Background: an optimization exercise with open tools, aiming at small area. Do not read the settings as production practice. Where RTL was checked, it was by simulation tests only, not by an equivalence proof against the original. Only the layout flow was run in runs 2, 3, 7 and 8; the RTL was not checked for function there. No activity file was given, so power comes from the tool's default toggle rates.

--- design/flow/design.v ---
package cius_pkg;
  localparam int unsigned HDR_LEN = 13;
  localparam int unsigned ADDR_W  = 3;
  localparam logic [39:0] MAGIC_VER = 40'h01_4F_34_54_52;
  localparam logic [1:0] PH_IDLE   = 2'd0;
  localparam logic [1:0] PH_HEADER = 2'd1;
  localparam logic [1:0] PH_FS     = 2'd2;
  localparam logic [1:0] PH_FW     = 2'd3;
  localparam logic [1:0] DEST_HEADER  = 2'd0;
  localparam logic [1:0] DEST_FS      = 2'd1;
  localparam logic [1:0] DEST_FW      = 2'd2;
  localparam logic [1:0] DEST_DISCARD = 2'd3;
  localparam logic [2:0] EV_NONE      = 3'd0;
  localparam logic [2:0] EV_HEADER_OK = 3'd1;
  localparam logic [2:0] EV_FS_DONE   = 3'd2;
  localparam logic [2:0] EV_DONE      = 3'd3;
  localparam logic [2:0] EV_BAD_MAGIC = 3'd4;
  localparam logic [2:0] EV_MISMATCH  = 3'd5;
  localparam logic [2:0] EV_TOO_SMALL = 3'd6;
endpackage
module cius_cfg (
  input  logic        clk,
  input  logic        rst,
  input  logic        psel,
  input  logic        penable,
  input  logic        pwrite,
  input  logic [2:0]  paddr,
  input  logic [31:0] pwdata,
  output logic [31:0] prdata,
  output logic        pready,
  output logic [31:0] expected_total
);
  assign pready = 1'b1;
  assign prdata = paddr[2] ? 32'd0 : expected_total;
  always_ff @(posedge clk) begin
    if (rst) begin
      expected_total <= 32'd0;
    end else if (psel && penable && pwrite && !paddr[2]) begin
      expected_total <= pwdata;
    end
  end
endmodule
import cius_pkg::*;
module cius_step (
  input  logic [1:0]  phase,
  input  logic [31:0] off,
  input  logic [31:0] lo,
  input  logic [31:0] hi,
  input  logic        mg,
  input  logic [2:0]  ev,
  input  logic [31:0] expected_total,
  input  logic [7:0]  data_byte,
  input  logic        first_byte,
  output logic [1:0]  phase_nxt,
  output logic [31:0] off_inc,
  output logic        off_zero,
  output logic [31:0] lo_nxt,
  output logic [31:0] hi_nxt,
  output logic        mg_nxt,
  output logic [2:0]  ev_nxt,
  output logic [1:0]  dest_nxt
);
  logic        too_small;
  logic [1:0]  ph;
  logic        seg_start;
  logic        zero_off;
  logic [31:0] inc;
  logic [31:0] o;
  logic        pos4;
  logic        pos12;
  logic [31:0] fs_len;
  logic [31:0] fw_len;
  logic        fs_last;
  logic        fw_done;
  assign too_small = (expected_total <= 32'(HDR_LEN));
  assign ph        = first_byte ? (too_small ? PH_IDLE : PH_HEADER) : phase;
  assign seg_start = (ev == EV_HEADER_OK) || (ev == EV_FS_DONE);
  assign zero_off  = first_byte || (ph == PH_IDLE) || seg_start;
  logic [3:0] off_bp;
  always_comb begin
    logic c;
    for (int b = 0; b < 4; b++) off_bp[b] = &off[8*b +: 8];
    for (int b = 0; b < 4; b++) begin
      c = 1'b1;
      for (int j = 0; j < b; j++) c = c & off_bp[j];
      for (int i = 8*b; i < 8*b + 8; i++) begin
        inc[i] = off[i] ^ c;
        c      = c & off[i];
      end
    end
  end
  assign o = zero_off ? 32'd0 : inc;
  assign off_inc  = inc;
  assign off_zero = zero_off;
  assign pos4  = !first_byte && (off[3:0] == 4'd3);
  assign pos12 = !first_byte && (off[3:0] == 4'd11);
  assign fs_len = {hi[7:0], lo[31:8]};
  assign fw_len = {data_byte, hi[31:8]};
  localparam logic [33:0] SUM_K = 34'h3_FFFF_FFF2;
  logic [33:0] sx, sy, sz, su, sv;
  logic        sum_ok;
  assign sx = {2'b00, fs_len};
  assign sy = {2'b00, fw_len};
  assign sz = ~{2'b00, expected_total};
  assign su = sx ^ sy ^ sz;
  assign sv = {(sx[32:0] & sy[32:0]) | (sx[32:0] & sz[32:0]) | (sy[32:0] & sz[32:0]), 1'b0};
  always_comb begin
    sum_ok = !(su[0] ^ sv[0] ^ SUM_K[0]);
    for (int i = 1; i < 34; i++)
      sum_ok = sum_ok && ((su[i] ^ sv[i] ^ SUM_K[i])
                          == (SUM_K[i-1] ? (su[i-1] & sv[i-1]) : (su[i-1] | sv[i-1])));
  end
  logic [31:0] dl;
  logic        add2_eq;
  assign dl = off ^ lo;
  always_comb begin
    add2_eq = !dl[0] && dl[1];
    for (int i = 2; i < 32; i++)
      add2_eq = add2_eq && (dl[i] == (dl[i-1] && off[i-1]));
  end
  assign fs_last = seg_start ? (lo == 32'd1) : add2_eq;
  always_comb begin
    logic ge;
    ge = 1'b1;
    for (int i = 0; i < 32; i++)
      ge = (lo[i] & ~expected_total[i]) | ((lo[i] | ~expected_total[i]) & ge);
    fw_done = ge;
  end
  logic [3:0]  k;
  logic [4:0]  lo_lsb;
  logic [31:0] lo_add;
  assign k      = fs_last ? 4'd14 : 4'd1;
  assign lo_lsb = {1'b0, lo[3:0]} + {1'b0, k};
  logic [3:0] lo_bp;
  always_comb begin
    logic c;
    for (int b = 0; b < 4; b++) lo_bp[b] = &lo[4 + 7*b +: 7];
    lo_add[3:0] = lo_lsb[3:0];
    for (int b = 0; b < 4; b++) begin
      c = lo_lsb[4];
      for (int j = 0; j < b; j++) c = c & lo_bp[j];
      for (int i = 4 + 7*b; i < 11 + 7*b; i++) begin
        lo_add[i] = lo[i] ^ c;
        c         = c & lo[i];
      end
    end
  end
  always_comb begin
    phase_nxt = ph;
    lo_nxt    = lo;
    hi_nxt    = hi;
    mg_nxt    = mg;
    ev_nxt    = (first_byte && too_small) ? EV_TOO_SMALL : EV_NONE;
    dest_nxt  = DEST_DISCARD;
    case (ph)
      PH_HEADER: begin
        dest_nxt = DEST_HEADER;
        lo_nxt   = {hi[7:0], lo[31:8]};
        hi_nxt   = {data_byte, hi[31:8]};
        if (pos4) mg_nxt = ({data_byte, hi} == MAGIC_VER);
        if (pos12) begin
          if (!mg) begin
            ev_nxt    = EV_BAD_MAGIC;
            phase_nxt = PH_IDLE;
          end else if (fs_len == 32'd0 || fw_len == 32'd0
                       || !sum_ok) begin
            ev_nxt    = EV_MISMATCH;
            phase_nxt = PH_IDLE;
          end else begin
            ev_nxt    = EV_HEADER_OK;
            phase_nxt = PH_FS;
          end
        end
      end
      PH_FS: begin
        dest_nxt = DEST_FS;
        if (fs_last) begin
          ev_nxt    = EV_FS_DONE;
          phase_nxt = PH_FW;
          lo_nxt    = lo_add;
        end
      end
      PH_FW: begin
        dest_nxt = DEST_FW;
        lo_nxt   = lo_add;
        if (fw_done) begin
          ev_nxt    = EV_DONE;
          phase_nxt = PH_IDLE;
        end
      end
      default: begin
      end
    endcase
  end
endmodule
import cius_pkg::*;
module combined_image_upload_splitter_core (
  input  logic              clk,
  input  logic              rst,
  input  logic              psel,
  input  logic              penable,
  input  logic              pwrite,
  input  logic [2:0]        paddr,
  input  logic [31:0]       pwdata,
  output logic [31:0]       prdata,
  output logic              pready,
  input  logic              byte_valid,
  output logic              byte_ready,
  input  logic [7:0]        data_byte,
  input  logic              first_byte,
  output logic              result_valid,
  input  logic              result_ready,
  output logic [7:0]        data_out,
  output logic [1:0]        destination,
  output logic [31:0]       segment_offset,
  output logic [2:0]        event_res,
  output logic [31:0]       announced_length
);
  logic [31:0] expected_total;
  logic [1:0]  phase, phase_nxt;
  logic [31:0] off, off_inc;
  logic        off_zero;
  logic [31:0] lo, lo_nxt;
  logic [31:0] hi, hi_nxt;
  logic        mg, mg_nxt;
  logic [2:0]  ev, ev_nxt;
  logic [1:0]  dest, dest_nxt;
  logic [7:0]  dout;
  logic        accept;
  cius_cfg u_cfg (
    .clk            (clk),
    .rst            (rst),
    .psel           (psel),
    .penable        (penable),
    .pwrite         (pwrite),
    .paddr          (paddr),
    .pwdata         (pwdata),
    .prdata         (prdata),
    .pready         (pready),
    .expected_total (expected_total)
  );
  cius_step u_step (
    .phase          (phase),
    .off            (off),
    .lo             (lo),
    .hi             (hi),
    .mg             (mg),
    .ev             (ev),
    .expected_total (expected_total),
    .data_byte      (data_byte),
    .first_byte     (first_byte),
    .phase_nxt      (phase_nxt),
    .off_inc        (off_inc),
    .off_zero       (off_zero),
    .lo_nxt         (lo_nxt),
    .hi_nxt         (hi_nxt),
    .mg_nxt         (mg_nxt),
    .ev_nxt         (ev_nxt),
    .dest_nxt       (dest_nxt)
  );
  assign byte_ready = !result_valid || result_ready;
  assign accept     = byte_valid && byte_ready;
  always_ff @(posedge clk) begin
    if (rst) begin
      phase        <= PH_IDLE;
      result_valid <= 1'b0;
    end else if (accept) begin
      phase        <= phase_nxt;
      result_valid <= 1'b1;
    end else if (result_ready) begin
      result_valid <= 1'b0;
    end
  end
  always_ff @(posedge clk) begin
    off <= (off & {32{!accept}}) | (off_inc & {32{accept && !off_zero}});
  end
  always_ff @(posedge clk) begin
    if (accept) begin
      lo   <= lo_nxt;
      hi   <= hi_nxt;
      mg   <= mg_nxt;
      ev   <= ev_nxt;
      dest <= dest_nxt;
      dout <= data_byte;
    end
  end
  assign data_out         = dout;
  assign destination      = dest;
  assign segment_offset   = off;
  assign event_res        = ev;
  assign announced_length = (ev == EV_HEADER_OK) ? lo :
                            (ev == EV_FS_DONE)   ? hi : 32'd0;
endmodule
--- design/flow/flow/run.sh ---
#!/bin/bash
# The standard layout, with the smallest buffer as each port's buffer and no dummy clock loads.
set -euo pipefail
export BUFFER_PORTS_ARGS="-buffer_cell sky130_fd_sc_hd__buf_1"
export CTS_ARGS="-sink_clustering_enable -repair_clock_nets -buf_list sky130_fd_sc_hd__clkbuf_8 -dont_use_dummy_load"
bash standard.sh > flow.log 2>&1
--- design/flow/config.mk ---
export PLATFORM = sky130hd
export DESIGN_NAME = combined_image_upload_splitter_core
export DESIGN_NICKNAME = combined_image_upload_splitter_core
export VERILOG_FILES = /design/flow/design.v
export SDC_FILE = /design/flow/constraint.sdc
export NUM_CORES = 4
export LEC_CHECK = 0
export CAP_MARGIN = 20
export CORE_MARGIN = 2
export CORE_UTILIZATION = 60
export CTS_BUF_LIST = sky130_fd_sc_hd__clkbuf_8
export SLEW_MARGIN = 20
--- design/flow/constraint.sdc ---
create_clock -name core_clock -period 6.0 [get_ports {clk}]
set_input_delay 1.2000 -clock core_clock [delete_from_list [all_inputs] [get_ports {clk}]]
set_output_delay 1.2000 -clock core_clock [all_outputs]
set_load 0.01 [all_outputs]
--- design/flow/standard.sh ---
#!/bin/bash
# synth_recipe.tcl (not shown) runs the flow's synth.tcl, then flattens the netlist and writes it again
# the make line also repeats each setting of config.mk as NAME=value (left out here)
make -C /OpenROAD-flow-scripts/flow DESIGN_CONFIG=/design/flow/config.mk WORK_HOME=/design/flow/orfs CLKGATE_MAP_FILE= SYNTH_SCRIPT=/design/flow/synth_recipe.tcl "${@:-finish}"
==> results.txt, run 1 <==
Synth Area in Adders - 23.1%
initial DRC count - 781
Die Span Y - 130 um
YS warnings - 3
hold slack - 0.456 ns
Pre-Repair DR Iteration Count - 6
Power Internal - 1520 uW
Synth Area in Compound Gates - 13.3%
fraction of layout instances using a drive strength above 1 - 5.56%
Flop pwr share - 52.7%
first-pass GRT wire length - 44.4 mm
CTS tree - yes
Final Max Slew Viols - 0
grt ovf - 0
post-CTS setup buffer count - 0
Logic pwr share - 20.3%
Clock Path Buffers - 2
CTS Hold Bufs - 0
Post-CTS Resized - 0
syn_area_per_cell - 9.98 sq um
Area contributors post-synth - edfxtp_1, ha_1, dfxtp_1, fa_1, a22o_1
part of the power in the clock network - 26.9%
post-detail-place hpwl - 22.8 mm
clk_skew - 0.0342 ns
Crit Path Max Fanout - 6
Worst EP arrival - 5.79 ns
switch share - 30.3%
Simple-Gate Fraction of Synth Area - 14.3%
initial antenna violation count - 0
Cell Area, Synth - 0.00958 sq mm
Max Clock Freq - 177 MHz
max_cap viols - 0
Post-Synth XOR/XNOR Area - 6.22%
Design Area, Final - 0.0108 sq mm
final hold vios - 0
vias post-DR - 8,249
required time worst endpoint - 6.15 ns
Slew HR - 37.0%
Buffers on Ports - 159
post-synthesis mux area share - 0%
Post-synth EDFFs - 78
placed inst area - 0.0106 sq mm
Crit Path Class - reg -> reg
worst-skew pair later-pin latency - 0.46 ns
post-route clock period utilization - 94.1%
post-synth cell types - 59
Worst-Margin Slew - 0.944 ns
antenna viol nets, final - 0
crit end category - flop
floorplan row count - 46
CP Launch Type - flop
Async SR Flop Fraction - 0%
Synth Net Count - 1,164
predominant post-synthesis flop cell - edfxtp_1
unrepaired setup endpoints after global routing - false
Die Area - 0.0170 sq mm
Synth Instances - 960
mean number of vias per cell - 6.11
largest net degree at the start of global routing - 58
n_diodes - 0
clock slew at reported path FFs - 0.07 ns
Peak supply drop - 132 uV
Chip Width - 130 um
top-area cell type share of the netlist area - 24.5%
CTS sink cnt - 145
status - timing/DRC/antenna clean
CTS root buffer - clkbuf_8
Initial Util - 60.7%
core area - 0.0158 sq mm
setup TNS - 0 ns
Final setup viols - 0
Static Leakage - 0.00437 uW
GRT Resource Usage Total - 36.0%
HP Class - reg -> reg
Area Growth Syn to Fin - 12.9%
Power, Total - 2180 uW
final core occ - 68.5%
most frequent cells after synthesis - nand2_1, ha_1, edfxtp_1, inv_1, dfxtp_1
drc violations - 0
CTS Buf Count - 17
IO Count - 163
vias in the first global route - 7,613
number of nets in the layout - 1,339
htree depth - 4
final wirelength - 30.0 mm
Placer Congestion - 0.965
DR WL/cell - 22.2 um
Sw Pwr - 661 uW
Final min period - 5.64 ns
dominant cell type by area after synthesis - edfxtp_1
count leader, synth - nand2_1
largest family of logic cells by synthesized area - adder cells
Power Density - 202 mW/mm^2
Seq/Total Area, Yosys - 38.5%
#FFs+latches synth - 145
==> final cells by class <==
| type | instances | area [sq um] |
|---|---|---|
| Multi-Input combinational cell | 698 | 5470 |
| Clock buffer | 17 | 234 |
| Sequential cell | 145 | 3680 |
| Timing Repair Buffer | 192 | 845 |
| Tap cell | 216 | 270 |
| Inverter | 81 | 304 |
| Fill cell | 1389 | 4960 |
==> cell usage in the layout, fill, tap and decap left out, drive strengths merged, types with 3 or more instances in the layout <==
cell | synthesis | layout
a211oi | 3 | 3
a21o | 3 | 3
a21oi | 43 | 43
a22o | 59 | 59
a22oi | 3 | 3
a31oi | 5 | 5
buf | 1 | 192
clkbuf | 35 | 17
dfxtp | 67 | 67
edfxtp | 78 | 78
fa | 33 | 33
ha | 120 | 120
inv | 80 | 80
maj3 | 5 | 5
nand2 | 130 | 130
nand2b | 9 | 9
nand3 | 13 | 13
nand4 | 25 | 25
nor2 | 42 | 42
nor2b | 5 | 5
nor3 | 7 | 7
nor3b | 4 | 4
nor4 | 33 | 33
o2111ai | 3 | 3
o21ai | 40 | 40
o22ai | 10 | 10
xnor2 | 32 | 32
xor2 | 36 | 36
==> routing by layer <==
layer / vias to the layer above / GRT usage (%) / routed length [um]
met1: 3911 / 45.9 / 11700
li1: 3782 / - / -
met5: - / 0 / 0
met2: 457 / 56.9 / 13900
met4: 0 / 19.2 / 1570
met3: 99 / 8.73 / 2850
==> worst paths after layout <==
| check | start | depth (start not counted) | slack [ns] | end |
|---|---|---|---|---|
| min reg2reg | u_cfg.expected_total[13] | 2 | 0.46 | u_cfg.expected_total[13] |
| max reg2reg | lo[26] | 21 | 0.36 | lo[23] |
| min | u_cfg.expected_total[13] | 2 | 0.46 | u_cfg.expected_total[13] |
| max | lo[26] | 21 | 0.36 | lo[23] |
==> power groups by stage <==
stage / logic (uW) / registers, uW / clock network, uW
after floorplan: 270 / 1160 / 0
after global placement: 426 / 1170 / 0
after detailed placement: 434 / 1170 / 0
after CTS: 438 / 1150 / 590
after global routing: 484 / 1150 / 630
final: 443 / 1150 / 587
==> metrics by stage <==
step,setup WS [ns],std cells
after floorplan,0.951,960
after global placement,0.588,1332
after detailed placement,0.532,1332
after CTS,0.521,1349
after global routing,0.159,1349
final,0.355,1349
==> critical path, stage by stage (launching register included) <==
cell and delay (ns):
edfxtp_1 0.51, inv_1 0.23, ha_1 0.28, xnor2_1 0.13, nor4_1 0.36, nand4_1 0.13
nor4_1 0.54, a21oi_2 0.22, inv_1 0.23, fa_1 0.26, a21o_1 0.15, a21oi_1 0.09
or3_1 0.42, nor3_1 0.44, ha_1 0.26, ha_1 0.15, ha_1 0.14, ha_1 0.23
ha_1 0.19, ha_1 0.22, nand2_1 0.05, o21ai_0 0.08
==> logic make-up after synthesis <==
logic type	after synthesis
AND/OR/NAND/NOR	286
AO/OA/AOI/OAI	185
adder cells (fa/ha/maj)	158
flip-flops	145
buffers and inverters	117
XOR/XNOR	68
other	1
==> flip-flops by register name, summed over array words and instances (netlist names) <==
| name | flops |
|---|---|
| ev | 3 |
| dest | 2 |
| dout | 8 |
| phase | 2 |
| lo | 32 |
| hi | 32 |
| result_valid | 1 |
| u_cfg.expected_total | 32 |
| mg | 1 |
| off | 32 |
==> run 2, diff against run 1 <==
--- a/design/flow/design.v
+++ b/design/flow/design.v
@@ -129,7 +129,7 @@
   logic [3:0]  k;
   logic [4:0]  lo_lsb;
   logic [31:0] lo_add;
-  assign k      = fs_last ? 4'd14 : 4'd1;
+  assign k      = (phase == PH_FS) ? 4'd14 : 4'd1;
   assign lo_lsb = {1'b0, lo[3:0]} + {1'b0, k};
   logic [3:0] lo_bp;
   always_comb begin
==> results.txt, run 2 <==
post-detail-place hpwl - 22.0 mm
fraction of layout instances using a drive strength above 1 - 6.55%
HP Class - reg -> reg
CTS Buf Count - 17
Seq/Total Area, Yosys - 38.0%
count leader, synth - ha_1
Design Area, Final - 0.0107 sq mm
htree depth - 4
Worst EP arrival - 4.21 ns
min-delay src - u_cfg.expected_total[12]
syn_area_per_cell - 10.3 sq um
clk_skew - 0.0271 ns
worst path cell trace - buf_1, fa_1, ha_1, xnor2_1, nor4_1, nand4_1, a2111oi_1, nor3_1, a311oi_1, nand2_1
Final Max Slew Viols - 0
Max Clock Freq - 250 MHz
Synth Net Count - 1,142
Post-synth EDFFs - 78
largest net degree at the start of global routing - 44
Crit Path Class - in -> reg
status - timing/DRC/antenna clean
first-pass GRT wire length - 43.8 mm
required time worst endpoint - 6.21 ns
Buffers on Ports - 159
dominant cell type by area after synthesis - edfxtp_1
Async SR Flop Fraction - 0%
Die Span Y - 131 um
initial antenna violation count - 0
Initial Util - 61.3%
unrepaired setup endpoints after global routing - false
vias post-DR - 8,022
CTS tree - yes
number of nets in the layout - 1,290
placed inst area - 0.0105 sq mm
final hold vios - 0
DR WL/cell - 22.4 um
worst r2r src - lo[11]
clock slew at reported path FFs - 0.08 ns
crit-path max cell delay - 0.83 ns
pre-CTS WS - 1.67 ns
initial DRC count - 901
most common cell after layout, fill and taps aside - buf_1
Reg area - 0.00368 sq mm
CTS sink cnt - 145
worst-skew pair later-pin latency - 0.46 ns
floorplan row count - 46
Final min period - 4.00 ns
IO Count - 163
Chip Width - 131 um
Clock Path Buffers - 2
antenna viol nets, final - 0
GRT Resource Usage Total - 33.7%
Cell Area, Synth - 0.00971 sq mm
#FFs+latches synth - 145
crit end category - flop
Slew HR - 41.3%
final wirelength - 29.1 mm
final instance count without filler cells - 1,300
Static Leakage - 0.00430 uW
CP Launch Type - input port
cell at the slowest stage of the critical path - a2111oi_1
n_diodes - 0
max_cap viols - 0
Die Area - 0.0172 sq mm
filler cell count - 1,292
Area Growth Syn to Fin - 10.7%
CP Launch Point - data_byte[0]
most frequent cells after synthesis - ha_1, nand2_1, edfxtp_1, inv_1, dfxtp_1
top-area cell type share of the netlist area - 24.1%
drc violations - 0
Placer Congestion - 0.951
post-synth cell types - 62
Synth Instances - 938
most frequent cells in the layout - buf_1, ha_1, nand2_1, edfxtp_1, inv_1
multi-input logic area - 0.00560 sq mm
YS warnings - 3
post-CTS setup buffer count - 0
setup TNS - 0 ns
CTS root buffer - clkbuf_8
predominant post-synthesis flop cell - edfxtp_1
Crit Path Max Fanout - 5
Final setup viols - 0
Power Density - 202 mW/mm^2
dpl cells - 1,283
Peak supply drop - 151 uV
Pre-Repair DR Iteration Count - 8
mean number of vias per cell - 6.17
Post-CTS Resized - 0
post-route clock period utilization - 66.6%
core area - 0.0158 sq mm
setup ws final - 2.00 ns
Worst-Margin Slew - 0.878 ns
vias in the first global route - 7,500
Area contributors post-synth - edfxtp_1, ha_1, dfxtp_1, fa_1, a22o_1
CTS Hold Bufs - 0
grt ovf - 0
-- run 2: metal layers --
metal / wire length (um) / global-route usage (%)
met5: 0 / 0
met4: 657 / 10.7
met3: 3270 / 8.26
met2: 12700 / 50.2
met1: 12500 / 48.5
-- run 2: where the power goes --
group	internal, uW	leakage, uW	switching (uW)
registers	1100	0.00127	77.5
clock network	250	0.000122	328
logic	172	0.00291	246
total	1520	0.00430	651
-- run 2: final cells by class --
type,instances,area share (%)
flip-flops and latches,145,34.3
well taps,216,2.51
clock buffers,17,2.18
repair buffers,168,6.19
multi-input cells,676,52.1
inverters,78,2.72
-- run 2: path summary, 6_finish.rpt --
| check | slack, ns | cells after the start | to |
|---|---|---|---|
| setup / recovery | 2.00 | 10 | ev[2] |
| hold / removal | 0.48 | 2 | u_cfg.expected_total[12] |
| setup reg to reg | 2.01 | 10 | ev[2] |
| hold reg to reg | 0.48 | 2 | u_cfg.expected_total[12] |
-- run 2: cells by family (layout without fill, tap and decap cells) --
kind of cell             count (synthesis)  in the layout  synth area share, %
AND/OR/NAND/NOR                        265            265                 13.7
AO/OA/AOI/OAI                          160            160                 11.9
adder cells (fa/ha/maj)                157            157                 22.7
flip-flops                             145            145                 38.0
buffers and inverters                  117            263                 4.60
XOR/XNOR                                68             68                 6.14
multiplexers                            25             25                 2.90
other                                    1              1               0.0386
-- run 2: stage by stage --
step / hold slack (ns) / util, % / total power [uW]
floorplan: 0.444 / - / 1440
global placement: 0.464 / 66.4 / 1590
detailed placement: 0.467 / 66.4 / 1600
CTS: 0.476 / 67.9 / 2170
global route: 0.503 / 67.9 / 2260
finish: 0.477 / 67.9 / 2170
-- run 2: worst max-delay path, delay by kind of cell --
family / cells / cell delay [ns]
AO/OA/AOI/OAI: 2 / 1.13
XOR/XNOR: 1 / 0.14
buffers and inverters: 1 / 0.23
AND/OR/NAND/NOR: 4 / 0.74
adder cells (fa/ha/maj): 2 / 0.76
==> run 3, diff against run 2 <==
==> design/flow/flow/run.sh (replaced) <==
#!/bin/bash
# The standard layout, with the smallest buffer as each port's buffer and no dummy clock loads.
set -euo pipefail
export BUFFER_PORTS_ARGS="-buffer_cell sky130_fd_sc_hd__buf_1"
export CTS_ARGS="-sink_clustering_enable -repair_clock_nets -buf_list sky130_fd_sc_hd__clkbuf_4 sky130_fd_sc_hd__clkbuf_8 -dont_use_dummy_load"
bash standard.sh > flow.log 2>&1
==> results.txt, run 3 <==
Placer Congestion - 0.951
dominant cell type by area after synthesis - edfxtp_1
most frequent cells after synthesis - ha_1, nand2_1, edfxtp_1, inv_1, dfxtp_1
Stopped at - clock tree synthesis (4_1_cts)
floorplan row count - 46
placed inst area - 0.0105 sq mm
Synth Instances - 938
IO Count - 163
error msg - [ERROR STA-0564] clock_tree_synthesis positional arguments not supported.
Synth Area in Compound Gates - 11.9%
Seq/Total Area, Yosys - 38.0%
syn_area_per_cell - 10.3 sq um
#FFs+latches synth - 145
Cell Area, Synth - 0.00971 sq mm
post-synth cell types - 62
Initial Util - 61.3%
Post-synth EDFFs - 78
top-area cell type share of the netlist area - 24.1%
predominant post-synthesis flop cell - edfxtp_1
Chip Width - 131 um
Die Span Y - 131 um
Synth Area in Adders - 22.7%
YS warnings - 3
Post-Synth XOR/XNOR Area - 6.14%
status - stopped before the end
post-synthesis mux area share - 2.90%
post-detail-place hpwl - 22.0 mm
Synth Net Count - 1,142
largest family of logic cells by synthesized area - adder cells
count leader, synth - ha_1
Area contributors post-synth - edfxtp_1, ha_1, dfxtp_1, fa_1, a22o_1
Async SR Flop Fraction - 0%
Buffers on Ports - 159
Simple-Gate Fraction of Synth Area - 13.7%
[run 3: cell counts after synthesis]
Identical to the previous run, type by type.
[run 3: worst max path at each step]
stage,endpoint,cells past startpoint,slack [ns]
floorplan,lo[0],10,0.66
global placement,ev[2],12,1.44
detailed placement,ev[2],10,1.67
[run 3: cell families after synthesis]
| group | Yosys count |
|---|---|
| AO/OA/AOI/OAI | 160 |
| XOR/XNOR | 68 |
| flip-flops | 145 |
| multiplexers | 25 |
| AND/OR/NAND/NOR | 265 |
| adder cells (fa/ha/maj) | 157 |
| buffers and inverters | 117 |
| other | 1 |
[run 3: stage by stage]
stage	hold slack, ns	std cells	total power [uW]	setup slack (ns)
2_1_floorplan	0.444	938	1440	0.659
3_3_place_gp	0.464	1283	1590	1.44
3_5_place_dp	0.467	1283	1600	1.67
[run 3: power groups by stage]
stage / Sequential (uW) / Combinational, uW / Clock (uW)
3_5_place_dp: 1190 / 409 / 0
3_3_place_gp: 1190 / 403 / 0
2_1_floorplan: 1160 / 286 / 0
==> run 4, diff against run 3 <==
--- a/design/flow/design.v
+++ b/design/flow/design.v
@@ -79,11 +79,11 @@
   logic [3:0] off_bp;
   always_comb begin
     logic c;
-    for (int b = 0; b < 4; b++) off_bp[b] = &off[8*b +: 8];
-    for (int b = 0; b < 4; b++) begin
+    for (int b = 0; b < 2; b++) off_bp[b] = &off[16*b +: 16];
+    for (int b = 0; b < 2; b++) begin
       c = 1'b1;
       for (int j = 0; j < b; j++) c = c & off_bp[j];
-      for (int i = 8*b; i < 8*b + 8; i++) begin
+      for (int i = 16*b; i < 16*b + 16; i++) begin
         inc[i] = off[i] ^ c;
         c      = c & off[i];
       end
@@ -134,12 +134,12 @@
   logic [3:0] lo_bp;
   always_comb begin
     logic c;
-    for (int b = 0; b < 4; b++) lo_bp[b] = &lo[4 + 7*b +: 7];
+    for (int b = 0; b < 2; b++) lo_bp[b] = &lo[4 + 14*b +: 14];
     lo_add[3:0] = lo_lsb[3:0];
-    for (int b = 0; b < 4; b++) begin
+    for (int b = 0; b < 2; b++) begin
       c = lo_lsb[4];
       for (int j = 0; j < b; j++) c = c & lo_bp[j];
-      for (int i = 4 + 7*b; i < 11 + 7*b; i++) begin
+      for (int i = 4 + 14*b; i < 18 + 14*b; i++) begin
         lo_add[i] = lo[i] ^ c;
         c         = c & lo[i];
       end
==> design/flow/flow/run.sh (replaced) <==
#!/bin/bash
# The standard layout, with the smallest buffer as each port's buffer and no dummy clock loads.
set -euo pipefail
export BUFFER_PORTS_ARGS="-buffer_cell sky130_fd_sc_hd__buf_1"
export CTS_ARGS="-sink_clustering_enable -sink_clustering_size 30 -sink_clustering_max_diameter 150 -sink_clustering_levels 1 -repair_clock_nets -buf_list sky130_fd_sc_hd__clkbuf_8 -dont_use_dummy_load"
bash standard.sh > flow.log 2>&1
==> results.txt, run 4 <==
status - timing/DRC/antenna clean
Final setup viols - 0
Simple-Gate Fraction of Synth Area - 15.1%
final hold vios - 0
most frequent cells after synthesis - ha_1, nand2_1, edfxtp_1, inv_1, dfxtp_1
floorplan row count - 46
htree depth - 4
antenna viol nets, final - 0
Seq/Total Area, Yosys - 38.2%
Area contributors post-synth - edfxtp_1, ha_1, dfxtp_1, fa_1, a22o_1
Synth Instances - 953
worst r2r src - phase[0]
CTS sink cnt - 145
post-synth cell types - 64
n_diodes - 0
Async SR Flop Fraction - 0%
GRT Resource Usage Total - 33.8%
Post-CTS Resized - 0
setup TNS - 0 ns
crit end category - flop
Crit Path Max Fanout - 3
Clock Path Buffers - 2
clock slew at reported path FFs - 0.09 ns
CTS tree - yes
Crit Reg-Reg Endpoint - lo[31]
multi-input logic area - 0.00555 sq mm
Synth Area in Compound Gates - 13.0%
grt ovf - 0
Die Area - 0.0171 sq mm
Static Leakage - 0.00435 uW
most common cell after layout, fill and taps aside - buf_1
Hold EP - u_cfg.expected_total[15]
Crit Path Class - reg -> reg
vias in the first global route - 7,539
max_cap viols - 0
hold slack - 0.458 ns
drc violations - 0
#FFs+latches synth - 145
final wirelength - 28.2 mm
Post-synth EDFFs - 78
filler cell count - 1,357
required time worst endpoint - 6.16 ns
crit-path most repeated cell - ha_1
Initial Util - 61.1%
initial DRC count - 730
first-pass GRT wire length - 42.1 mm
Worst EP arrival - 4.74 ns
unrepaired setup endpoints after global routing - false
Cell Area, Synth - 0.00964 sq mm
Worst-Margin Slew - 0.825 ns
IO Count - 163
CTS root buffer - clkbuf_8
post-synthesis mux area share - 0.117%
reg2reg path depth - 23
Die Span Y - 131 um
initial antenna violation count - 0
Synth Area in Adders - 23.1%
Chip Width - 131 um
largest family of logic cells by synthesized area - adder cells
Reg2Reg Setup Slack - 1.42 ns
Peak supply drop - 138 uV
fraction of layout instances using a drive strength above 1 - 3.99%
syn_area_per_cell - 10.1 sq um
dominant cell type by area after synthesis - edfxtp_1
Flop pwr share - 53.1%
HP Class - reg -> reg
cell at the slowest stage of the critical path - dfxtp_1
crit-path max cell delay - 0.38 ns
YS warnings - 3
Max Clock Freq - 218 MHz
Reg area - 0.00368 sq mm
CP Launch Type - flop
Final min period - 4.58 ns
post-detail-place hpwl - 21.4 mm
core area - 0.0158 sq mm
switch share - 31.1%
mean number of vias per cell - 6.10
DR WL/cell - 21.4 um
Power Internal - 1560 uW
Post-Synth XOR/XNOR Area - 5.90%
clk_skew - 0.0332 ns
Pre-Repair DR Iteration Count - 5
min-delay src - u_cfg.expected_total[15]
worst-skew pair later-pin latency - 0.47 ns
most frequent cells in the layout - buf_1, nand2_1, ha_1, edfxtp_1, inv_1
Sw Pwr - 703 uW
Synth Net Count - 1,161
CTS Hold Bufs - 0
Power Density - 211 mW/mm^2
Buffers on Ports - 159
part of the power in the clock network - 25.4%
predominant post-synthesis flop cell - edfxtp_1
Slew HR - 44.9%
Logic pwr share - 21.5%
post-CTS setup buffer count - 0
vias post-DR - 8,058
cell count of the worst hold path - 2
CTS Buf Count - 17
Area Growth Syn to Fin - 11.1%
worst path cell trace - nand2b_1, inv_1, ha_1, nor2b_1, o21ai_0, nand2b_1, nor4b_1, ha_1, ha_1, ha_1, ha_1, ha_1, ha_1, ha_1, ha_1, ha_1, ha_1, ha_1, ha_1, ha_1, xor2_1, nand2_1, o21ai_0
largest net degree at the start of global routing - 57
number of nets in the layout - 1,314
top-area cell type share of the netlist area - 24.3%
Placer Congestion - 0.938
Final Max Slew Viols - 0
post-route clock period utilization - 76.3%
run 4: cells by family (layout without fill, tap and decap cells):
group,Yosys count,count (layout)
compound gates,176,176
fa+ha+maj,159,159
mux,1,1
simple gates,292,292
other cells,1,1
xor+xnor,65,65
flops,145,145
buf+inv,114,265
run 4: how the worst max path moves through the flow:
stage	cells after the start	end	slack, ns	from
6_report	23	lo[31]	1.42	phase[0]
5_1_grt	24	lo[31]	1.07	phase[0]
4_1_cts	23	lo[31]	1.45	phase[0]
3_5_place_dp	23	lo[31]	1.50	phase[0]
3_3_place_gp	23	lo[31]	1.57	phase[0]
2_1_floorplan	8	lo[0]	1.15	first_byte
run 4: power by group through the flow:
| stage | sequential (uW) | combinational (uW) | clock [uW] |
|---|---|---|---|
| floorplan | 1180 | 333 | 0 |
| global route | 1200 | 539 | 616 |
| CTS | 1200 | 481 | 580 |
| detailed placement | 1220 | 475 | 0 |
| global placement | 1220 | 465 | 0 |
| finish | 1200 | 486 | 573 |
run 4: layout make-up:
type / count / area share [%]
Clock buffer: 17 / 2.18
Inverter: 79 / 2.77
Multi-Input combinational cell: 694 / 51.8
Sequential cell: 145 / 34.4
Tap cell: 216 / 2.52
Timing Repair Buffer: 169 / 6.31
run 4: metrics by stage:
stage	worst slack [ns]	util, %	instance area [sq um]	total power, uW	cells
after global routing	1.07	67.9	10700	2360	1320
after floorplan	1.15	-	9640	1520	953
after global placement	1.57	66.4	10500	1680	1302
after CTS	1.45	67.9	10700	2260	1320
after detailed placement	1.50	66.4	10500	1690	1303
final	1.42	67.9	10700	2260	1320
run 4: worst max-delay path, delay by kind of cell (launching register included):
kind	cells	cell delay (ns)
DFF	1	0.38
and+or+nand+nor	5	0.70
adders and majority gates	14	2.72
xor gates and xnor gates	1	0.14
AOI/OAI and AO/OA	2	0.25
buffers and inverters	1	0.11
run 4: metal layers:
layer	GRT usage [%]	vias up	routed length, um
li1	-	3724	-
met1	44.3	3820	11300
met2	54.6	448	13300
met3	7.45	66	2630
met4	14.1	0	1030
met5	0	-	0
==> run 5, diff against run 4 <==
==> design/flow/flow/run.sh (replaced) <==
#!/bin/bash
# The standard layout, with the smallest buffer as each port's buffer and no dummy clock loads.
set -euo pipefail
export BUFFER_PORTS_ARGS="-buffer_cell sky130_fd_sc_hd__buf_1"
export CTS_ARGS="-repair_clock_nets -buf_list sky130_fd_sc_hd__clkbuf_8 -dont_use_dummy_load"
bash standard.sh > flow.log 2>&1
==> results.txt, run 5 <==
status - timing/DRC/antenna clean
most frequent cells after synthesis - ha_1, nand2_1, edfxtp_1, inv_1, dfxtp_1
Post-CTS Resized - 0
Worst-Margin Slew - 0.825 ns
YS warnings - 3
GRT Resource Usage Total - 33.8%
Final setup viols - 0
n_diodes - 0
Clock Path Buffers - 2
post-synthesis mux area share - 0.117%
crit-path most repeated cell - ha_1
most frequent cells in the layout - buf_1, nand2_1, ha_1, edfxtp_1, inv_1
Pre-Repair DR Iteration Count - 5
filler cell count - 1,357
Buffers on Ports - 159
required time worst endpoint - 6.16 ns
IO Count - 163
cell at the slowest stage of the critical path - dfxtp_1
Crit Path Max Fanout - 3
dpl cells - 1,303
Simple-Gate Fraction of Synth Area - 15.1%
clock slew at reported path FFs - 0.09 ns
syn_area_per_cell - 10.1 sq um
Power Density - 211 mW/mm^2
Seq/Total Area, Yosys - 38.2%
number of nets in the layout - 1,314
Die Area - 0.0171 sq mm
Synth Area in Compound Gates - 13.0%
initial DRC count - 730
post-CTS setup buffer count - 0
vias in the first global route - 7,539
CTS tree - yes
Static Leakage - 0.00435 uW
mean number of vias per cell - 6.10
crit end category - flop
most common cell after layout, fill and taps aside - buf_1
dominant cell type by area after synthesis - edfxtp_1
largest net degree at the start of global routing - 57
Final min period - 4.58 ns
clk_skew - 0.0332 ns
#FFs+latches synth - 145
CP Launch Type - flop
crit-path max cell delay - 0.38 ns
first-pass GRT wire length - 42.1 mm
Post-synth EDFFs - 78
final wirelength - 28.2 mm
hold slack - 0.458 ns
Worst EP arrival - 4.74 ns
post-synth cell types - 64
CTS sink cnt - 145
top-area cell type share of the netlist area - 24.3%
Cell Area, Synth - 0.00964 sq mm
max_cap viols - 0
predominant post-synthesis flop cell - edfxtp_1
Die Span Y - 131 um
antenna viol nets, final - 0
post-detail-place hpwl - 21.4 mm
Area Growth Syn to Fin - 11.1%
CTS Buf Count - 17
Area contributors post-synth - edfxtp_1, ha_1, dfxtp_1, fa_1, a22o_1
initial antenna violation count - 0
Synth Net Count - 1,161
htree depth - 4
Initial Util - 61.1%
Async SR Flop Fraction - 0%
fraction of layout instances using a drive strength above 1 - 3.99%
Peak supply drop - 138 uV
grt ovf - 0
floorplan row count - 46
worst path cell trace - nand2b_1, inv_1, ha_1, nor2b_1, o21ai_0, nand2b_1, nor4b_1, ha_1, ha_1, ha_1, ha_1, ha_1, ha_1, ha_1, ha_1, ha_1, ha_1, ha_1, ha_1, ha_1, xor2_1, nand2_1, o21ai_0
CTS Hold Bufs - 0
final hold vios - 0
setup TNS - 0 ns
drc violations - 0
Post-Synth XOR/XNOR Area - 5.90%
final core occ - 67.9%
Placer Congestion - 0.938
setup ws final - 1.42 ns
core area - 0.0158 sq mm
largest family of logic cells by synthesized area - adder cells
Crit Path Class - reg -> reg
CTS root buffer - clkbuf_8
final instance count without filler cells - 1,320
Chip Width - 131 um
pre-CTS WS - 1.50 ns
Max Clock Freq - 218 MHz
Final Max Slew Viols - 0
HP Class - reg -> reg
Synth Area in Adders - 23.1%
Crit path max-delay family - adder cells
unrepaired setup endpoints after global routing - false
Slew HR - 44.9%
vias post-DR - 8,058
Synth Instances - 953
DR WL/cell - 21.4 um
worst-skew pair later-pin latency - 0.47 ns
WP buf/inv - 1
post-route clock period utilization - 76.3%
==> run 5: cell counts in the layout (fill, tap and decap cells not counted) <==
Identical to the previous run, type by type.
==> run 5: per-layer routing <==
metal  track usage, %  routed length (um)  part of all wire (%)  up-vias
li1                 -                   -                     -     3724
met1             44.3               11300                    40     3820
met2             54.6               13300                    47      448
met3             7.45                2630                   9.3       66
met4             14.1                1030                   3.6        0
met5                0                   0                     0        -
==> run 5: logic make-up (layout without fill, tap and decap cells) <==
family / Yosys count / count (layout)
fa+ha+maj: 159 / 159
other cells: 1 / 1
mux: 1 / 1
buf+inv: 114 / 265
flops: 145 / 145
simple gates: 292 / 292
xor+xnor: 65 / 65
compound gates: 176 / 176
==> run 5: power by group <==
part	internal, uW	switching, uW
Combinational	199	287
Sequential	1110	92.4
Clock	249	324
Total	1560	703
==> run 5: worst reg2reg max path, cell delays in order (launching register included) <==
cell	delay, ns
dfxtp_1	0.38
nand2b_1	0.19
inv_1	0.11
ha_1	0.31
nor2b_1	0.15
o21ai_0	0.15
nand2b_1	0.11
nor4b_1	0.18
ha_1	0.19
ha_1	0.18
ha_1	0.18
ha_1	0.18
ha_1	0.18
ha_1	0.18
ha_1	0.19
ha_1	0.18
ha_1	0.19
ha_1	0.19
ha_1	0.19
ha_1	0.19
ha_1	0.19
xor2_1	0.14
nand2_1	0.08
o21ai_0	0.10
==> run 5: area by class of cell <==
cell class	instances	area [sq um]	share of cell area, %
multi-input combinational	694	5550	51.8
sequential	145	3680	34.4
timing repair buffer	169	676	6.31
inverter	79	297	2.77
tap	216	270	2.52
clock buffer	17	234	2.18
==> run 5: per-stage QoR <==
stage	power, uW	cell area [sq um]
2_1_floorplan	1520	9640
3_3_place_gp	1680	10500
3_5_place_dp	1690	10500
4_1_cts	2260	10700
5_1_grt	2360	10700
6_report	2260	10700
==> run 5: worst paths after layout <==
kind                                          startpoint                       end  slack [ns]  cells past startpoint
worst max-delay path                            phase[0]                    lo[31]        1.42                     23
worst min-delay path            u_cfg.expected_total[15]  u_cfg.expected_total[15]        0.46                      2
worst min register to register  u_cfg.expected_total[15]  u_cfg.expected_total[15]        0.46                      2
worst max register to register                  phase[0]                    lo[31]        1.42                     23
==> run 6, diff against run 5 <==
==> design/flow/flow/run.sh (replaced) <==
#!/bin/bash
# The standard layout, with the smallest buffer as each port's buffer and no dummy clock loads.
set -euo pipefail
export BUFFER_PORTS_ARGS="-buffer_cell sky130_fd_sc_hd__buf_1"
export CTS_ARGS="-sink_clustering_enable -repair_clock_nets -buf_list sky130_fd_sc_hd__clkbuf_8 -dont_use_dummy_load"
bash standard.sh > flow.log 2>&1
==> results.txt, run 6 <==
most frequent cells in the layout - buf_1, nand2_1, ha_1, edfxtp_1, inv_1
vias in the first global route - 7,539
CTS sink cnt - 145
crit-path max cell delay - 0.38 ns
#FFs+latches synth - 145
Post-synth EDFFs - 78
Cell Area, Synth - 0.00964 sq mm
core area - 0.0158 sq mm
initial antenna violation count - 0
Final setup viols - 0
Initial Util - 61.1%
Area Growth Syn to Fin - 11.1%
post-route clock period utilization - 76.3%
GRT Resource Usage Total - 33.8%
Async SR Flop Fraction - 0%
filler cell count - 1,357
max_cap viols - 0
antenna viol nets, final - 0
number of nets in the layout - 1,314
Worst EP arrival - 4.74 ns
most frequent cells after synthesis - ha_1, nand2_1, edfxtp_1, inv_1, dfxtp_1
CTS Buf Count - 17
clock slew at reported path FFs - 0.09 ns
post-synth cell types - 64
fraction of layout instances using a drive strength above 1 - 3.99%
Chip Width - 131 um
Power Density - 211 mW/mm^2
Static Leakage - 0.00435 uW
CP Launch Type - flop
syn_area_per_cell - 10.1 sq um
worst-skew pair later-pin latency - 0.47 ns
vias post-DR - 8,058
CTS tree - yes
Buffers on Ports - 159
crit-path most repeated cell - ha_1
drc violations - 0
initial DRC count - 730
Crit Path Class - reg -> reg
largest net degree at the start of global routing - 57
Area contributors post-synth - edfxtp_1, ha_1, dfxtp_1, fa_1, a22o_1
predominant post-synthesis flop cell - edfxtp_1
Die Area - 0.0171 sq mm
setup TNS - 0 ns
Seq/Total Area, Yosys - 38.2%
Slew HR - 44.9%
clk_skew - 0.0332 ns
worst path cell trace - nand2b_1, inv_1, ha_1, nor2b_1, o21ai_0, nand2b_1, nor4b_1, ha_1, ha_1, ha_1, ha_1, ha_1, ha_1, ha_1, ha_1, ha_1, ha_1, ha_1, ha_1, ha_1, xor2_1, nand2_1, o21ai_0
dominant cell type by area after synthesis - edfxtp_1
CTS root buffer - clkbuf_8
post-detail-place hpwl - 21.4 mm
mean number of vias per cell - 6.10
top-area cell type share of the netlist area - 24.3%
htree depth - 4
unrepaired setup endpoints after global routing - false
Final min period - 4.58 ns
Final Max Slew Viols - 0
final wirelength - 28.2 mm
IO Count - 163
CTS Hold Bufs - 0
Peak supply drop - 138 uV
final hold vios - 0
required time worst endpoint - 6.16 ns
Synth Instances - 953
Pre-Repair DR Iteration Count - 5
Max Clock Freq - 218 MHz
Placer Congestion - 0.938
HP Class - reg -> reg
Design Area, Final - 0.0107 sq mm
n_diodes - 0
placed inst area - 0.0105 sq mm
first-pass GRT wire length - 42.1 mm
Crit path max-delay family - adder cells
grt ovf - 0
status - timing/DRC/antenna clean
floorplan row count - 46
post-CTS setup buffer count - 0
Worst-Margin Slew - 0.825 ns
Crit Path Max Fanout - 3
cell at the slowest stage of the critical path - dfxtp_1
crit end category - flop
YS warnings - 3
WP buf/inv - 1
Die Span Y - 131 um
Post-CTS Resized - 0
Synth Net Count - 1,161
most common cell after layout, fill and taps aside - buf_1
DR WL/cell - 21.4 um
Clock Path Buffers - 2
==> run 6: cell families (layout without fill, tap and decap cells) <==
family,after synthesis,after routing,share of synthesized area (%)
AND/OR/NAND/NOR,292,292,15.1
flip-flops,145,145,38.2
AO/OA/AOI/OAI,176,176,13.0
adder cells (fa/ha/maj),159,159,23.1
buffers and inverters,114,265,4.49
other,1,1,0.0389
multiplexers,1,1,0.117
XOR/XNOR,65,65,5.90
==> run 6: cell type report <==
| class | count | area (sq um) | share of cell area, % |
|---|---|---|---|
| multi-input cells | 694 | 5550 | 51.8 |
| inverters | 79 | 297 | 2.77 |
| repair buffers | 169 | 676 | 6.31 |
| clock buffers | 17 | 234 | 2.18 |
| flip-flops and latches | 145 | 3680 | 34.4 |
| well taps | 216 | 270 | 2.52 |
==> run 6: power breakdown <==
part | switching (uW) | internal [uW] | total (uW) | leakage, uW
combinational | 287 | 199 | 486 | 0.00295
sequential | 92.4 | 1110 | 1200 | 0.00128
clock | 324 | 249 | 573 | 0.000122
total | 703 | 1560 | 2260 | 0.00435
==> run 6: stage by stage <==
stage                     power [uW]  cells  hold slack (ns)  util (%)  setup slack, ns
after floorplan                 1520    953            0.436         -             1.15
after global placement          1680   1302            0.445      66.4             1.57
after detailed placement        1690   1303            0.449      66.4             1.50
after CTS                       2260   1320            0.458      67.9             1.45
after global routing            2360   1320            0.485      67.9             1.07
final                           2260   1320            0.458      67.9             1.42
==> run 6: final timing paths <==
path,from,end,slack (ns),depth (start not counted)
worst min register to register,u_cfg.expected_total[15],u_cfg.expected_total[15],0.46,2
worst max-delay path,phase[0],lo[31],1.42,23
worst max register to register,phase[0],lo[31],1.42,23
worst min-delay path,u_cfg.expected_total[15],u_cfg.expected_total[15],0.46,2
==> run 6: worst reg2reg max path, cell delays in order, from the launching register on <==
cell,delay (ns)
dfxtp_1,0.38
nand2b_1,0.19
inv_1,0.11
ha_1,0.31
nor2b_1,0.15
o21ai_0,0.15
nand2b_1,0.11
nor4b_1,0.18
ha_1,0.19
ha_1,0.18
ha_1,0.18
ha_1,0.18
ha_1,0.18
ha_1,0.18
ha_1,0.19
ha_1,0.18
ha_1,0.19
ha_1,0.19
ha_1,0.19
ha_1,0.19
ha_1,0.19
xor2_1,0.14
nand2_1,0.08
o21ai_0,0.10
==> run 6: metal layers <==
metal / vias to the layer above / global-route usage, % / share of wire (%)
li1: 3724 / - / -
met1: 3820 / 44.3 / 40
met2: 448 / 54.6 / 47
met3: 66 / 7.45 / 9.3
met4: 0 / 14.1 / 3.6
met5: - / 0 / 0
==> run 7, diff against run 6 <==
--- a/design/flow/design.v
+++ b/design/flow/design.v
@@ -32,12 +32,12 @@
 );
   assign pready = 1'b1;
   assign prdata = paddr[2] ? 32'd0 : expected_total;
-  always_ff @(posedge clk) begin
-    if (rst) begin
-      expected_total <= 32'd0;
-    end else if (psel && penable && pwrite && !paddr[2]) begin
-      expected_total <= pwdata;
-    end
+  logic wr_total;
+  logic keep_total;
+  assign wr_total   = !rst && psel && penable && pwrite && !paddr[2];
+  assign keep_total = !rst && !(psel && penable && pwrite && !paddr[2]);
+  always_ff @(posedge clk) begin
+    expected_total <= (expected_total & {32{keep_total}}) | (pwdata & {32{wr_total}});
   end
 endmodule
 import cius_pkg::*;
==> results.txt, run 7 <==
Die Span Y - 130 um
worst r2r src - phase[0]
Area Growth Syn to Fin - 11.0%
predominant post-synthesis flop cell - edfxtp_1
Async SR Flop Fraction - 0%
Power, Total - 2230 uW
dominant cell type by area after synthesis - edfxtp_1
YS warnings - 3
Crit path max-delay family - adder cells
htree depth - 4
Final min period - 4.55 ns
required time worst endpoint - 6.20 ns
Slew HR - 27.2%
CP Launch Point - phase[0]
setup TNS - 0 ns
Post-CTS Resized - 0
post-CTS setup buffer count - 0
initial antenna violation count - 0
grt ovf - 0
Post-synth EDFFs - 78
post-detail-place hpwl - 22.4 mm
Clock Path Buffers - 2
WP depth - 23
Crit Reg-Reg Endpoint - lo[31]
reg2reg path depth - 23
Crit Path Class - reg -> reg
clock slew at reported path FFs - 0.08 ns
crit-path max cell delay - 0.35 ns
most frequent cells after synthesis - nand2_1, ha_1, inv_1, edfxtp_1, dfxtp_1
n_diodes - 0
Area contributors post-synth - edfxtp_1, ha_1, dfxtp_1, fa_1, a22o_1
CTS Hold Bufs - 0
Synth Instances - 953
#FFs+latches synth - 145
Worst-Margin Slew - 1.09 ns
Initial Util - 60.9%
top-area cell type share of the netlist area - 24.5%
Peak supply drop - 127 uV
Static Leakage - 0.00429 uW
final core occ - 67.6%
Buffers on Ports - 159
Power Density - 210 mW/mm^2
crit end category - flop
WP buf/inv - 1
clk_skew - 0.0286 ns
Cell Area, Synth - 0.00957 sq mm
CP Launch Type - flop
Crit Path Max Fanout - 3
most common cell after layout, fill and taps aside - buf_1
drc violations - 0
crit-path most repeated cell - ha_1
most frequent cells in the layout - buf_1, nand2_1, ha_1, inv_1, edfxtp_1
cell at the slowest stage of the critical path - dfxtp_1
CTS tree - yes
Die Area - 0.0170 sq mm
worst path cell trace - nand2b_1, inv_1, ha_1, nor2b_1, o21ai_0, nand2b_1, and2_1, ha_1, ha_1, ha_1, ha_1, ha_1, ha_1, ha_1, ha_1, ha_1, ha_1, ha_1, ha_1, ha_1, xor2_1, nand2_1, o21ai_0
DR WL/cell - 22.1 um
status - timing/DRC/antenna clean
Reg2Reg Setup Slack - 1.45 ns
vias post-DR - 8,135
cell count of the worst hold path - 2
floorplan row count - 46
max_cap viols - 0
fraction of layout instances using a drive strength above 1 - 3.72%
count leader, synth - nand2_1
CTS Buf Count - 17
Final setup viols - 0
CTS root buffer - clkbuf_8
worst setup path end - lo[31]
core area - 0.0157 sq mm
mean number of vias per cell - 6.17
largest net degree at the start of global routing - 55
worst-skew pair later-pin latency - 0.46 ns
antenna viol nets, final - 0
IO Count - 163
Pre-Repair DR Iteration Count - 6
first-pass GRT wire length - 42.0 mm
Synth Net Count - 1,161
CTS sink cnt - 145
Placer Congestion - 0.935
HP Class - reg -> reg
vias in the first global route - 7,091
post-synth cell types - 58
final wirelength - 29.1 mm
initial DRC count - 1,055
number of nets in the layout - 1,313
Chip Width - 130 um
post-route clock period utilization - 75.9%
Seq/Total Area, Yosys - 38.5%
unrepaired setup endpoints after global routing - false
final hold vios - 0
GRT Resource Usage Total - 34.3%
Final Max Slew Viols - 0
Max Clock Freq - 220 MHz
Worst EP arrival - 4.75 ns
syn_area_per_cell - 10.0 sq um
run 7: cell types whose count changed after synthesis, sizes merged, moves of 4 or more:
cell,previous run,this run
a21oi,37,41
xor2,43,30
maj3,2,6
xnor2,22,31
nor2b,15,8
nor3,6,10
clkbuf,30,34
o22ai,2,9
nand3,13,9
run 7: cell type report:
| cell class | count | area [sq um] |
|---|---|---|
| sequential | 145 | 3680 |
| clock buffer | 17 | 234 |
| multi-input combinational | 690 | 5460 |
| tap | 216 | 270 |
| timing repair buffer | 169 | 672 |
| fill | 1358 | 5090 |
| inverter | 82 | 308 |
run 7: routing by layer:
| layer | up-vias | GRT usage [%] | wire length, um |
|---|---|---|---|
| met4 | 0 | 11.2 | 967 |
| met3 | 62 | 6.68 | 2950 |
| met1 | 3872 | 49.3 | 12000 |
| met5 | - | 0 | 0 |
| met2 | 484 | 52.4 | 13100 |
| li1 | 3717 | - | - |
run 7: worst min path at each step:
stage	slack, ns	to	startpoint
global placement	0.46	u_cfg.expected_total[22]	u_cfg.expected_total[22]
detailed placement	0.46	u_cfg.expected_total[22]	u_cfg.expected_total[22]
floorplan	0.45	u_cfg.expected_total[23]	u_cfg.expected_total[23]
CTS	0.47	u_cfg.expected_total[22]	u_cfg.expected_total[22]
global route	0.49	u_cfg.expected_total[21]	u_cfg.expected_total[21]
finish	0.47	u_cfg.expected_total[22]	u_cfg.expected_total[22]
run 7: worst min-delay path, delay by kind of cell (launching register included):
family           cells  cell delay, ns
AND/OR/NAND/NOR      1            0.05
flip-flops           1            0.32
AO/OA/AOI/OAI        1            0.05
run 7: where the power goes:
part           internal, uW  total (uW)  switching, uW
clock network           250         581            332
logic                   190         467            277
registers              1100        1190           83.0
total                  1540        2230            691
run 7: per-stage QoR:
| stage | setup slack [ns] | instances | hold slack [ns] | instance area (sq um) |
|---|---|---|---|---|
| 2_1_floorplan | 1.94 | 953 | 0.449 | 9570 |
| 3_3_place_gp | 1.58 | 1302 | 0.459 | 10400 |
| 3_5_place_dp | 1.48 | 1302 | 0.463 | 10400 |
| 4_1_cts | 1.47 | 1319 | 0.473 | 10600 |
| 5_1_grt | 1.18 | 1319 | 0.493 | 10600 |
| 6_report | 1.45 | 1319 | 0.472 | 10600 |
run 7: cells by family (layout without fill, tap and decap cells):
kind of cell	after synthesis	in the layout	synth area share (%)
other cells	1	1	0.0392
compound gates	182	182	13.3
xor+xnor	61	61	5.58
simple gates	282	282	14.0
buf+inv	118	268	4.68
mux	1	1	0.118
flops	145	145	38.5
fa+ha+maj	163	163	23.8
==> run 8, diff against run 7 <==
--- a/design/flow/design.v
+++ b/design/flow/design.v
@@ -57,11 +57,11 @@
   output logic [31:0] lo_nxt,
   output logic [31:0] hi_nxt,
   output logic        mg_nxt,
-  output logic [2:0]  ev_nxt,
-  output logic [1:0]  dest_nxt
+  output logic [2:0]  ev_nxt
 );
   logic        too_small;
   logic [1:0]  ph;
+  logic [1:0]  dest_nxt;
   logic        seg_start;
   logic        zero_off;
   logic [31:0] inc;
@@ -224,7 +224,6 @@
   logic [31:0] hi, hi_nxt;
   logic        mg, mg_nxt;
   logic [2:0]  ev, ev_nxt;
-  logic [1:0]  dest, dest_nxt;
   logic [7:0]  dout;
   logic        accept;
   cius_cfg u_cfg (
@@ -255,8 +254,7 @@
     .lo_nxt         (lo_nxt),
     .hi_nxt         (hi_nxt),
     .mg_nxt         (mg_nxt),
-    .ev_nxt         (ev_nxt),
-    .dest_nxt       (dest_nxt)
+    .ev_nxt         (ev_nxt)
   );
   assign byte_ready = !result_valid || result_ready;
   assign accept     = byte_valid && byte_ready;
@@ -280,12 +278,19 @@
       hi   <= hi_nxt;
       mg   <= mg_nxt;
       ev   <= ev_nxt;
-      dest <= dest_nxt;
       dout <= data_byte;
     end
   end
   assign data_out         = dout;
-  assign destination      = dest;
+  always_comb begin
+    case (ev)
+      EV_HEADER_OK, EV_BAD_MAGIC, EV_MISMATCH: destination = DEST_HEADER;
+      EV_FS_DONE:                              destination = DEST_FS;
+      EV_DONE:                                 destination = DEST_FW;
+      EV_TOO_SMALL:                            destination = DEST_DISCARD;
+      default:                                 destination = phase - 2'd1;
+    endcase
+  end
   assign segment_offset   = off;
   assign event_res        = ev;
   assign announced_length = (ev == EV_HEADER_OK) ? lo :
==> results.txt, run 8 <==
part of the power in the clock network - 26.6%
Async SR Flop Fraction - 0%
final hold vios - 0
CP Launch Type - flop
vias in the first global route - 7,320
Area contributors post-synth - edfxtp_1, ha_1, dfxtp_1, fa_1, a22o_1
Power Density - 205 mW/mm^2
CTS root buffer - clkbuf_8
first-pass GRT wire length - 41.8 mm
min-delay src - u_cfg.expected_total[0]
post-synth cell types - 58
cell count of the worst hold path - 2
unrepaired setup endpoints after global routing - false
clock slew at reported path FFs - 0.07 ns
Crit Path Class - reg -> reg
status - timing/DRC/antenna clean
crit end category - flop
most frequent cells in the layout - buf_1, nand2_1, ha_1, inv_1, edfxtp_1
HP Class - reg -> reg
largest net degree at the start of global routing - 51
max_cap viols - 0
CTS Hold Bufs - 0
GR Layer Usage met1 - 48.3%
initial antenna violation count - 0
CTS sink cnt - 143
Seq/Total Area, Yosys - 38.2%
Slew HR - 38.5%
DR WL/cell - 21.2 um
Post-CTS Resized - 0
YS warnings - 3
final wirelength - 27.7 mm
Worst-Margin Slew - 0.913 ns
htree depth - 4
Pre-Repair DR Iteration Count - 5
reg2reg path depth - 26
met3 usage - 7.84%
Cell Area, Synth - 0.00948 sq mm
Hold EP - u_cfg.expected_total[0]
Placer Congestion - 1.01
clk_skew - 0.0236 ns
hold slack - 0.495 ns
post-detail-place hpwl - 21.3 mm
Buffers on Ports - 159
required time worst endpoint - 6.30 ns
Final min period - 4.81 ns
Reg area - 0.00362 sq mm
initial DRC count - 963
multi-input logic area - 0.00543 sq mm
CTS Buf Count - 17
Power Internal - 1510 uW
vias post-DR - 7,899
Reg2Reg Setup Slack - 1.19 ns
switch share - 30.3%
Max Clock Freq - 208 MHz
antenna viol nets, final - 0
most common cell after layout, fill and taps aside - buf_1
Static Leakage - 0.00417 uW
CTS tree - yes
most frequent cells after synthesis - ha_1, nand2_1, inv_1, edfxtp_1, dfxtp_1
Worst EP arrival - 5.11 ns
Logic pwr share - 19.5%
filler cell count - 1,331
Die Span Y - 130 um
floorplan row count - 45
post-CTS setup buffer count - 0
IO Count - 163
global-route met2 utilization - 52.5%
Post-synth EDFFs - 76
GRT Resource Usage Total - 33.9%
grt ovf - 0
Synth Instances - 947
Final setup viols - 0
predominant post-synthesis flop cell - edfxtp_1
drc violations - 0
top-area cell type share of the netlist area - 24.1%
Chip Width - 130 um
mean number of vias per cell - 6.04
Clock Path Buffers - 2
Synth Net Count - 1,152
number of nets in the layout - 1,304
Crit Reg-Reg Endpoint - lo[31]
#FFs+latches synth - 143
setup TNS - 0 ns
dominant cell type by area after synthesis - edfxtp_1
core area - 0.0153 sq mm
Flop pwr share - 53.9%
Initial Util - 61.9%
most used routing layer - met2
Peak supply drop - 157 uV
n_diodes - 0
Crit Path Max Fanout - 6
worst-skew pair later-pin latency - 0.47 ns
Area Growth Syn to Fin - 11.2%
worst r2r src - phase[0]
Die Area - 0.0168 sq mm
Sw Pwr - 654 uW
post-route clock period utilization - 80.2%
fraction of layout instances using a drive strength above 1 - 3.83%
syn_area_per_cell - 10.0 sq um
Final Max Slew Viols - 0
[run 8: cell types whose count changed in the layout (fill, tap and decap cells not counted), sizes merged, moves of 4 or more]
| cell | previous run | this run |
|---|---|---|
| nor3 | 10 | 5 |
| xnor2 | 31 | 40 |
| o21ai | 38 | 28 |
| nor2 | 45 | 54 |
| nor2b | 8 | 14 |
| a21oi | 41 | 48 |
| or3 | 0 | 4 |
| xor2 | 30 | 24 |
| nand2 | 127 | 121 |
[run 8: through the flow]
stage | worst slack (ns) | instance area, sq um | instances | utilization [%] | total power, uW
global placement | 1.37 | 10300 | 1291 | 67.3 | 1590
global route | 0.747 | 10500 | 1308 | 68.8 | 2250
floorplan | 1.15 | 9480 | 947 | - | 1440
finish | 1.19 | 10500 | 1308 | 68.8 | 2160
detailed placement | 1.29 | 10300 | 1291 | 67.3 | 1600
CTS | 1.27 | 10500 | 1308 | 68.8 | 2160
[run 8: area by class of cell]
cell class / instances / share of cell area, %
flip-flops and latches: 143 / 34.4
clock buffers: 17 / 2.22
well taps: 211 / 2.51
repair buffers: 171 / 6.52
inverters: 80 / 2.85
multi-input cells: 686 / 51.5
[run 8: power by group through the flow]
stage	clock (uW)	sequential, uW	combinational, uW
global placement	0	1180	409
CTS	580	1160	418
global route	615	1170	469
finish	575	1160	421
detailed placement	0	1180	414
floorplan	0	1150	291
[run 8: worst max-delay path, cell delays in order, from the launching register on]
cell and delay [ns]:
dfxtp_1 0.44, inv_1 0.07, ha_1 0.27, inv_1 0.12
ha_1 0.17, inv_1 0.05, fa_1 0.37, nor2b_1 0.15
o21ai_0 0.09, nand2b_1 0.12, nor4b_1 0.47, ha_1 0.25
ha_1 0.15, ha_1 0.14, ha_1 0.14, ha_1 0.14
ha_1 0.14, ha_1 0.14, ha_1 0.14, ha_1 0.15
ha_1 0.14, ha_1 0.14, ha_1 0.15, ha_1 0.15
xor2_1 0.15, nor2_1 0.05, a21oi_1 0.16
[run 8: cells by family after synthesis]
logic type / share of synthesized area, %
muxes: 0.330
adders and majority gates: 23.6
buffers and inverters: 4.73
xor gates and xnor gates: 5.91
other: 0.0396
AOI/OAI and AO/OA: 13.0
and+or+nand+nor: 14.2
DFF: 38.2
[run 8: routing by layer]
layer,vias to the layer above,routed length [um]
met5,-,0
met4,0,510
met3,49,2940
met2,431,12500
met1,3737,11800
li1,3682,-
[run 8: how the worst max path moves through the flow]
stage               slack, ns     end        from
floorplan                1.15      mg  first_byte
global placement         1.37  lo[31]    phase[0]
detailed placement       1.29  lo[31]    phase[0]
CTS                      1.27  lo[31]    phase[0]
global route             0.75  lo[31]    phase[0]
finish                   1.19  lo[31]    phase[0]

## re-timing with driven ports
Ports are ideal in the flow. The routed layouts listed here were re-timed in OpenROAD.
Step 1 sets driving cells, clkbuf_16 on the clock port and buf_2 on the other inputs (assumed; they add their load-dependent delay and slew).
Step 2, shift: input delay + t, output delay - t, t = (earliest + latest rising clock arrival at the registers) / 2. This alone moves slack from input paths to output paths.
Three values: ideal ports, drivers, drivers and shift; two values: the first two.
run	t (ns)	slack for setup (ns)	worst hold slack (ns)	latest minus earliest clock arrival (ns)	cell pins on the clock port's net
run 1	0.479	0.355 / 0.355 / 0.355	0.456 / 0.456 / 0.456	0.034 / 0.034	1
run 2	0.484	2.001 / 2.014 / 1.533	0.477 / 0.477 / 0.477	0.030 / 0.029	1
run 4	0.493	1.420 / 1.420 / 1.420	0.458 / 0.458 / 0.458	0.034 / 0.033	1
run 5	0.493	1.420 / 1.420 / 1.420	0.458 / 0.458 / 0.458	0.034 / 0.033	1
run 6	0.493	1.420 / 1.420 / 1.420	0.458 / 0.458 / 0.458	0.034 / 0.033	1
run 7	0.486	1.448 / 1.448 / 1.448	0.472 / 0.472 / 0.472	0.028 / 0.028	1
run 8	0.499	1.189 / 1.189 / 1.189	0.495 / 0.495 / 0.495	0.023 / 0.024	1
After both steps every run listed still meets setup and hold. For run 2, which loses most, drivers alone change the setup slack by +0.013 ns; drivers and shift together by -0.468 ns.
